Background: an optimization exercise with open tools, aiming at small area. Do not read the settings as production practice.
RTL that was checked went through simulation tests only; none was proved equivalent to the original.
Power figures rest on the tool's default switching activity, not on a simulated workload.

==> inputs of v12 <==
==> flow/design.v (excerpt) <==
module regfile_param #(
  parameter int DATA_W   = 64,
  parameter int ADDR_W   = 5,
  parameter int ZERO_REG = 31
) (
  input  logic              clk,
  input  logic              rst_n,
  input  logic              clr,
  input  logic [ADDR_W-1:0] Rn,
  input  logic [ADDR_W-1:0] Rm,
  input  logic [ADDR_W-1:0] Rd,
  input  logic              RegWr,
  input  logic [DATA_W-1:0] data,
  output logic [DATA_W-1:0] out1,
  output logic [DATA_W-1:0] out2,
  output logic              ready
);
  localparam int              NENT = 2**ADDR_W - 1;    
  localparam logic [ADDR_W-1:0] ZR = ADDR_W'(ZERO_REG);
  logic              run_q;      
  logic [ADDR_W-1:0] cnt_q;      
  logic              ph_q;       
  always_ff @(posedge clk or negedge rst_n) begin
    if (!rst_n) begin
      run_q <= 1'b0;
      cnt_q <= '0;
      ph_q  <= 1'b0;
    end else begin
      ph_q <= ~ph_q;
      if (run_q) begin
        if (clr) run_q <= 1'b0;
      end else begin
        cnt_q <= cnt_q + 1'b1;
        if (cnt_q == '1) run_q <= 1'b1;
      end
    end
  end
  assign ready = run_q;
  logic wr_fire;
  assign wr_fire = run_q && RegWr && !clr && (Rd != ZR);
  logic              wen;
  ...
clock: 8.0 ns
lec_check: 0
cap_margin: 20
core_area: 4.6 5.44 508.76 369.92
cts_buf_list: sky130_fd_sc_hd__clkbuf_16
cts_cluster_diameter: 80
cts_cluster_size: 20
die_area: 0 0 513.36 375.36
gpl_timing_driven: 0
setup_slack_margin: 0.1
slew_margin: 20
synth_hierarchical: 1
standard.sh (not shown) runs the stock make flow with config.mk's settings and CLKGATE_MAP_FILE= SYNTH_SCRIPT=/design/flow/synth_recipe.tcl, a recipe that flattens the netlist after the stock synthesis.
==> flow/flow/run.sh <==
#!/bin/bash
# Own flow: the standard layout, except that the global placement step (3_3)
# is replaced by a structured placement of the register array (place.tcl).
set -euo pipefail
WORK=$PWD
RES=$WORK/orfs/results/$FLOW_PLATFORM/regfile_param/base
PDIR=$FLOW_HOME/platforms/$FLOW_PLATFORM

bash standard.sh synth floorplan 3_2_place_iop > log_1_synth_to_iop.txt 2>&1

LIB_FILE=$PDIR/lib/sky130_fd_sc_hd__tt_025C_1v80.lib PLATFORM_DIR=$PDIR \
  ODB_IN=$RES/3_2_place_iop.odb SDC_IN=$RES/2_floorplan.sdc ODB_OUT=$RES/3_3_place_gp.odb \
  PORT_BUF=sky130_fd_sc_hd__buf_1 IO_PLACER_H=met3 IO_PLACER_V=met2 TILE_W=32 BAND_H=8 ROW0=4 X0=12 SPINE=48 EARLY_SETUP_MARGIN=1.0 MISC_DENSITY=0.7 \
  openroad -no_init -exit flow/place.tcl > log_2_place.txt 2>&1

bash standard.sh finish > log_3_finish.txt 2>&1
Other scripts of this flow, unchanged in this note and not shown: flow/flow/place.tcl
==> inputs of v10, as changes to v12 <==
- CTS_CLUSTER_DIAMETER: 80 -> 60
- CTS_CLUSTER_SIZE: 20 -> 30
==> run notes <==
	v12	v10
Run status	timing/DRC/antenna clean	timing/DRC/antenna clean
Proportion of cell area occupied by multi-input gates	0.407	0.398
Layout clock buffer count	113	148
Clock edge transition at the registers on the reported setup and hold paths	0.09 ns	0.08 ns
Final Instance Count excl. Fillers	10100	10300
Vias in the first global route	72500	73000
Met3 capacity usage during global routing	0.0315	0.0350
Final Worst Setup Slack	0.558 ns	0.601 ns
Global router's overall resource usage	0.353	0.355
Overall power	32.8 mW	34.6 mW
CTS Buf Count	110	139
Nets	7736	7765
Metal-1 WL	120000 um	120000 um
Combinational cell fraction of total power	0.227	0.216
R2r endpoint	mem_q[30][59]	mem_q[30][54]
Portion of the layout cell area used by non-clock buffers	0.0126	0.0123
Worst-case clock skew	0.0304 ns	0.0239 ns
Signed area change from the synthesized netlist to the final layout	9.87%	12.3%
Endpoint of the most critical setup path	out2[31]	out1[12]
Number of H-tree levels	3	4
Power drawn by the clock network	5.85 mW	7.64 mW
Cell area after layout	81500 um2	83300 um2
Levels on crit path	10	11
Wire length of the first global-routing pass	508000 um	510000 um


==> inputs of run a <==
==> flow/design.v <==
module regfile_param_rdport #(
  parameter int DATA_W   = 64,
  parameter int ADDR_W   = 5,
  parameter int ZERO_REG = 31
) (
  input  logic              ready,
  input  logic [ADDR_W-1:0] raddr,
  input  logic [DATA_W-1:0] rword,
  output logic [DATA_W-1:0] rdata
);
  localparam logic [ADDR_W-1:0] ZR = ADDR_W'(ZERO_REG);
  always_comb begin
    rdata = '0;
    if (ready && (raddr != ZR)) rdata = rword;
  end
endmodule
module regfile_param #(
  parameter int DATA_W   = 64,
  parameter int ADDR_W   = 5,
  parameter int ZERO_REG = 31
) (
  input  logic              clk,
  input  logic              rst_n,
  input  logic              clr,
  input  logic [ADDR_W-1:0] Rn,
  input  logic [ADDR_W-1:0] Rm,
  input  logic [ADDR_W-1:0] Rd,
  input  logic              RegWr,
  input  logic [DATA_W-1:0] data,
  output logic [DATA_W-1:0] out1,
  output logic [DATA_W-1:0] out2,
  output logic              ready
);
  localparam int              DEPTH  = 2**ADDR_W;
  localparam int              NUM_RD = 2;
  localparam logic [ADDR_W-1:0] ZR   = ADDR_W'(ZERO_REG);
  typedef enum logic {CLEAR, RUN} state_e;
  state_e              state_q, state_d;
  logic [ADDR_W-1:0]   cnt_q, cnt_d;
  logic                ready_q, ready_d;
  logic [DATA_W-1:0]   mem_q [DEPTH];
  logic                mem_we;
  logic [ADDR_W-1:0]   mem_waddr;
  logic [DATA_W-1:0]   mem_wdata;
  logic                wr_fire;
  logic [NUM_RD-1:0][ADDR_W-1:0] raddr;
  logic [NUM_RD-1:0][DATA_W-1:0] rword;
  logic [NUM_RD-1:0][DATA_W-1:0] rdata;
  always_comb begin
    state_d = state_q;
    cnt_d   = cnt_q;
    case (state_q)
      CLEAR: begin
        cnt_d = cnt_q + 1'b1;
        if (cnt_q == '1) state_d = RUN;
      end
      RUN: begin
        if (clr) begin
          state_d = CLEAR;
          cnt_d   = '0;
        end
      end
      default: state_d = CLEAR;
    endcase
    ready_d = (state_d == RUN);
  end
  always_ff @(posedge clk or negedge rst_n) begin
    if (!rst_n) begin
      state_q <= CLEAR;
      cnt_q   <= '0;
      ready_q <= 1'b0;
    end else begin
      state_q <= state_d;
      cnt_q   <= cnt_d;
      ready_q <= ready_d;
    end
  end
  assign ready   = ready_q;
  assign wr_fire = ready_q && RegWr && !clr && (Rd != ZR);
  always_comb begin
    mem_we    = wr_fire;
    mem_waddr = Rd;
    mem_wdata = data;
    if (state_q == CLEAR) begin
      mem_we    = 1'b1;
      mem_waddr = cnt_q;
      mem_wdata = '0;
    end
  end
  always_ff @(posedge clk) begin
    if (mem_we) mem_q[mem_waddr] <= mem_wdata;
  end
  assign raddr = {Rm, Rn};
  for (genvar i = 0; i < NUM_RD; i++) begin : g_rd
    assign rword[i] = (wr_fire && (raddr[i] == Rd)) ? data : mem_q[raddr[i]];
    regfile_param_rdport #(
      .DATA_W  (DATA_W),
      .ADDR_W  (ADDR_W),
      .ZERO_REG(ZERO_REG)
    ) u_rd (
      .ready(ready_q),
      .raddr(raddr[i]),
      .rword(rword[i]),
      .rdata(rdata[i])
    );
  end
  assign out1 = rdata[0];
  assign out2 = rdata[1];
endmodule
==> flow/run.sh <==
#!/bin/bash
# synth_recipe.tcl (not shown) runs the flow's synth.tcl, then flattens the netlist and writes it again
# the make line also repeats each setting of config.mk as NAME=value (left out here)
make -C /OpenROAD-flow-scripts/flow DESIGN_CONFIG=/design/flow/config.mk WORK_HOME=/design/flow/orfs CLKGATE_MAP_FILE= SYNTH_SCRIPT=/design/flow/synth_recipe.tcl finish
==> flow/config.mk <==
export PLATFORM = sky130hd
export DESIGN_NAME = regfile_param
export DESIGN_NICKNAME = regfile_param
export VERILOG_FILES = /design/flow/design.v
export SDC_FILE = /design/flow/constraint.sdc
export NUM_CORES = 4
export LEC_CHECK = 0
export CAP_MARGIN = 20
export CORE_MARGIN = 2
export CORE_UTILIZATION = 40
export SETUP_SLACK_MARGIN = 0.1
export SLEW_MARGIN = 20
==> flow/constraint.sdc <==
create_clock -name core_clock -period 8.0 [get_ports {clk}]
set_input_delay 1.6000 -clock core_clock [delete_from_list [all_inputs] [get_ports {clk}]]
set_output_delay 1.6000 -clock core_clock [all_outputs]
set_load 0.01 [all_outputs]
==> run b (differences from run a) <==
==> flow/design.v, changed modules only <==
module regfile_param_o22ai (
  input  logic a1, a2, b1, b2,
  output logic y
);
  assign y = ~((a1 | a2) & (b1 | b2));
endmodule
module regfile_param_or4 (
  input  logic a, b, c, d,
  output logic y
);
  assign y = a | b | c | d;
endmodule
module regfile_param_hold #(parameter int W = 64) (
  input  logic [W-1:0] s,
  input  logic         e,
  input  logic         e_n,
  input  logic [W-1:0] wl,
  output logic [W-1:0] d
);
  for (genvar b = 0; b < W; b++) begin : g_b
    regfile_param_o22ai u_g (.a1(s[b]), .a2(e), .b1(wl[b]), .b2(e_n), .y(d[b]));
  end
endmodule
module regfile_param_rd2 #(parameter int W = 64) (
  input  logic [W-1:0] s0,
  input  logic         n0,
  input  logic [W-1:0] s1,
  input  logic         n1,
  output logic [W-1:0] y
);
  for (genvar b = 0; b < W; b++) begin : g_b
    regfile_param_o22ai u_g (.a1(s0[b]), .a2(n0), .b1(s1[b]), .b2(n1), .y(y[b]));
  end
endmodule
module regfile_param_rd8 #(parameter int W = 64) (
  input  logic [W-1:0] y0,
  input  logic [W-1:0] y1,
  input  logic [W-1:0] y2,
  input  logic [W-1:0] y3,
  output logic [W-1:0] z
);
  for (genvar b = 0; b < W; b++) begin : g_b
    regfile_param_or4 u_g (.a(y0[b]), .b(y1[b]), .c(y2[b]), .d(y3[b]), .y(z[b]));
  end
endmodule
module regfile_param_rd32 #(parameter int W = 64) (
  input  logic [W-1:0] z0,
  input  logic [W-1:0] z1,
  input  logic [W-1:0] z2,
  input  logic [W-1:0] z3,
  input  logic         q,
  output logic [W-1:0] o
);
  assign o = ~(z0 | z1 | z2 | z3) ^ {W{q}};
endmodule
module regfile_param #(
  parameter int DATA_W   = 64,
  parameter int ADDR_W   = 5,
  parameter int ZERO_REG = 31
) (
  input  logic              clk,
  input  logic              rst_n,
  input  logic              clr,
  input  logic [ADDR_W-1:0] Rn,
  input  logic [ADDR_W-1:0] Rm,
  input  logic [ADDR_W-1:0] Rd,
  input  logic              RegWr,
  input  logic [DATA_W-1:0] data,
  output logic [DATA_W-1:0] out1,
  output logic [DATA_W-1:0] out2,
  output logic              ready
);
  localparam int              NENT = 2**ADDR_W - 1;    
  localparam logic [ADDR_W-1:0] ZR = ADDR_W'(ZERO_REG);
  logic              run_q;      
  logic [ADDR_W-1:0] cnt_q;      
  logic              ph_q;       
  always_ff @(posedge clk or negedge rst_n) begin
    if (!rst_n) begin
      run_q <= 1'b0;
      cnt_q <= '0;
      ph_q  <= 1'b0;
    end else begin
      ph_q <= ~ph_q;
      if (run_q) begin
        if (clr) run_q <= 1'b0;
      end else begin
        cnt_q <= cnt_q + 1'b1;
        if (cnt_q == '1) run_q <= 1'b1;
      end
    end
  end
  assign ready = run_q;
  logic wr_fire;
  assign wr_fire = run_q && RegWr && !clr && (Rd != ZR);
  logic              wen;
  logic [ADDR_W-1:0] waddr;
  assign wen   = wr_fire | ~run_q;
  assign waddr = run_q ? Rd : cnt_q;
  logic [NENT-1:0] we, we_n;
  always_comb begin
    for (int i = 0; i < NENT; i++) begin
      we[i]   = wen && (waddr == ADDR_W'(i));
      we_n[i] = !wen || (waddr != ADDR_W'(i));
    end
  end
  logic [DATA_W-1:0] wl;
  assign wl = (data & {DATA_W{run_q}}) ^ {DATA_W{ph_q}};
  logic [DATA_W-1:0] mem_q [NENT];
  logic [DATA_W-1:0] mem_d [NENT];
  for (genvar i = 0; i < NENT; i++) begin : g_ent
    regfile_param_hold #(.W(DATA_W)) u_hold (
      .s(mem_q[i]), .e(we[i]), .e_n(we_n[i]), .wl(wl), .d(mem_d[i])
    );
    always_ff @(posedge clk) mem_q[i] <= mem_d[i];
  end
  logic [1:0][ADDR_W-1:0] raddr;
  logic [1:0][DATA_W-1:0] rdata;
  assign raddr = {Rm, Rn};
  for (genvar p = 0; p < 2; p++) begin : g_rd
    logic                    byp;
    logic                    zero;
    logic [NENT:0]           rsel_n;
    logic [DATA_W-1:0]       y [16];
    logic [DATA_W-1:0]       z [4];
    assign byp  = wr_fire && (raddr[p] == Rd);
    assign zero = !run_q || (raddr[p] == ZR);
    always_comb begin
      for (int k = 0; k < NENT; k++)
        rsel_n[k] = !run_q || byp || (raddr[p] != ADDR_W'(k));
      rsel_n[NENT] = !byp;
    end
    for (genvar j = 0; j < 15; j++) begin : g_l1
      regfile_param_rd2 #(.W(DATA_W)) u_rd2 (
        .s0(mem_q[2*j]), .n0(rsel_n[2*j]), .s1(mem_q[2*j+1]), .n1(rsel_n[2*j+1]), .y(y[j])
      );
    end
    regfile_param_rd2 #(.W(DATA_W)) u_rd2_byp (
      .s0(mem_q[NENT-1]), .n0(rsel_n[NENT-1]), .s1(wl), .n1(rsel_n[NENT]), .y(y[15])
    );
    for (genvar j = 0; j < 4; j++) begin : g_l2
      regfile_param_rd8 #(.W(DATA_W)) u_rd8 (
        .y0(y[4*j]), .y1(y[4*j+1]), .y2(y[4*j+2]), .y3(y[4*j+3]), .z(z[j])
      );
    end
    regfile_param_rd32 #(.W(DATA_W)) u_rd32 (
      .z0(z[0]), .z1(z[1]), .z2(z[2]), .z3(z[3]), .q(ph_q | zero), .o(rdata[p])
    );
  end
  assign out1 = rdata[0];
  assign out2 = rdata[1];
endmodule
// module regfile_param_rdport removed
--- a/flow/config.mk
+++ b/flow/config.mk
@@ -7,6 +7,11 @@
 export LEC_CHECK = 0
 export CAP_MARGIN = 20
 export CORE_MARGIN = 2
-export CORE_UTILIZATION = 40
+export CORE_UTILIZATION = 65
+export CTS_BUF_LIST = sky130_fd_sc_hd__clkbuf_8
+export CTS_CLUSTER_DIAMETER = 60
+export CTS_CLUSTER_SIZE = 30
+export GPL_TIMING_DRIVEN = 0
 export SETUP_SLACK_MARGIN = 0.1
 export SLEW_MARGIN = 20
+export SYNTH_HIERARCHICAL = 1
==> comparison <==
Run a finished with timing, DRC and antenna clean. Run b ended with an error in 5_1_grt (GRT-0116).
Against run a, the area after synthesis of run b is smaller by 24%.
Synthesized cell count: run b is higher than run a (34%).
==> figures <==
| item | run a | run b |
|---|---|---|
| Placement-stage cell area | 0.104 mm² | 0.0894 mm² |
| Resized Gates After CTS | 0 | 14 |
| Synthesis-stage register bit count | 2054 | 1991 |
| Count of placed standard cells including taps | 8586 | 10100 |
| Cell accounting for the most synthesized area | sky130_fd_sc_hd__edfxtp_1 | sky130_fd_sc_hd__dfxtp_1 |
| Synth Cell Area | 0.0974 mm² | 0.0737 mm² |
| Count of mapped cells out of synthesis | 5385 | 7210 |
| Simple-Gate Fraction of Synth Area | 1.88% | 7.54% |
| Multiplexer fraction of the synthesized cell area | 24.2% | 0.0306% |
| Status | timing/DRC/antenna clean | aborted with a tool error |
| Stage where the flow stopped | - | 5_1_grt |
For run b, only the layout was checked, not whether the RTL still works.


==> exp/raven: inputs <==
RTL: one of the versions met above, not the one the previous note started from.
==> flow/config.mk <==
export PLATFORM = sky130hd
export DESIGN_NAME = regfile_param
export DESIGN_NICKNAME = regfile_param
export VERILOG_FILES = /design/flow/design.v
export SDC_FILE = /design/flow/constraint.sdc
export NUM_CORES = 4
export LEC_CHECK = 0
export CAP_MARGIN = 20
export CORE_AREA = 4.6 5.44 508.76 369.92
export CTS_BUF_LIST = sky130_fd_sc_hd__clkbuf_16
export CTS_CLUSTER_DIAMETER = 70
export CTS_CLUSTER_SIZE = 30
export DIE_AREA = 0 0 513.36 375.36
export GPL_TIMING_DRIVEN = 0
export SETUP_SLACK_MARGIN = 0.1
export SLEW_MARGIN = 20
export SYNTH_HIERARCHICAL = 1
==> flow/constraint.sdc <==
create_clock -name core_clock -period 8.0 [get_ports {clk}]
set_input_delay 1.6000 -clock core_clock [delete_from_list [all_inputs] [get_ports {clk}]]
set_output_delay 1.6000 -clock core_clock [all_outputs]
set_load 0.01 [all_outputs]
Scripts as last shown in full above: flow/flow/run.sh
Other scripts of this flow, unchanged in this note and not shown: flow/flow/place.tcl
==> exp/yarrow: changes against exp/raven <==
CTS_CLUSTER_DIAMETER = 80   (was 70)
CTS_CLUSTER_SIZE = 25   (was 30)
==> run notes <==
In exp/raven the clock-buffer cell count is higher than in exp/yarrow, by 10.
Fmax: exp/raven is larger than exp/yarrow (1.5%).
Of exp/yarrow and exp/raven, exp/raven has the higher final cell count (gap 0.74%, measured against exp/raven).
In sequential power, exp/yarrow and exp/raven hardly differ.
Of exp/yarrow and exp/raven, exp/raven has the higher utilization (gap 0.71 points).
Clock power: exp/yarrow is lower than exp/raven (18%).
Against exp/raven, the critical path depth of exp/yarrow is lower by 2.
Of exp/raven and exp/yarrow, exp/raven has the higher cell area (gap 1.6%, measured against exp/yarrow).
Against exp/raven, the first-iteration DRC count of exp/yarrow is lower by 2.0%.
Die area is the same in exp/yarrow and exp/raven.
Synthesized cell count is the same in exp/raven and exp/yarrow.

[port drivers added, routing unchanged]
Ports are ideal in the flow. The routed layouts listed here were re-timed in OpenROAD.
Step 1, drivers: a clkbuf_16 drives clk and a buf_2 each remaining input, both assumed.
Step 2 times the ports against the registers' clock, not the clock port: input delays grow and output delays shrink by t, the midpoint of the rising clock arrivals with the driver on.
a / b / c = ideal / step 1 / step 2; a / b = the first two.
run	shift t [ns]	setup WS [ns]	worst register clock-pin slew, ns
v12	0.831	0.558 / 0.492 / 0.635	0.09 / 0.09
v10	0.839	0.601 / 0.542 / 0.623	0.09 / 0.09
run a	0.942	0.794 / 0.721 / 0.721	0.07 / 0.07
exp/raven	0.837	0.581 / 0.525 / 0.621	0.12 / 0.12
exp/yarrow	0.814	0.471 / 0.402 / 0.402	0.10 / 0.10
After both steps setup and hold are still met in every run listed. For run a, which loses most, drivers alone change the setup slack by -0.073 ns; drivers and shift together by -0.073 ns.
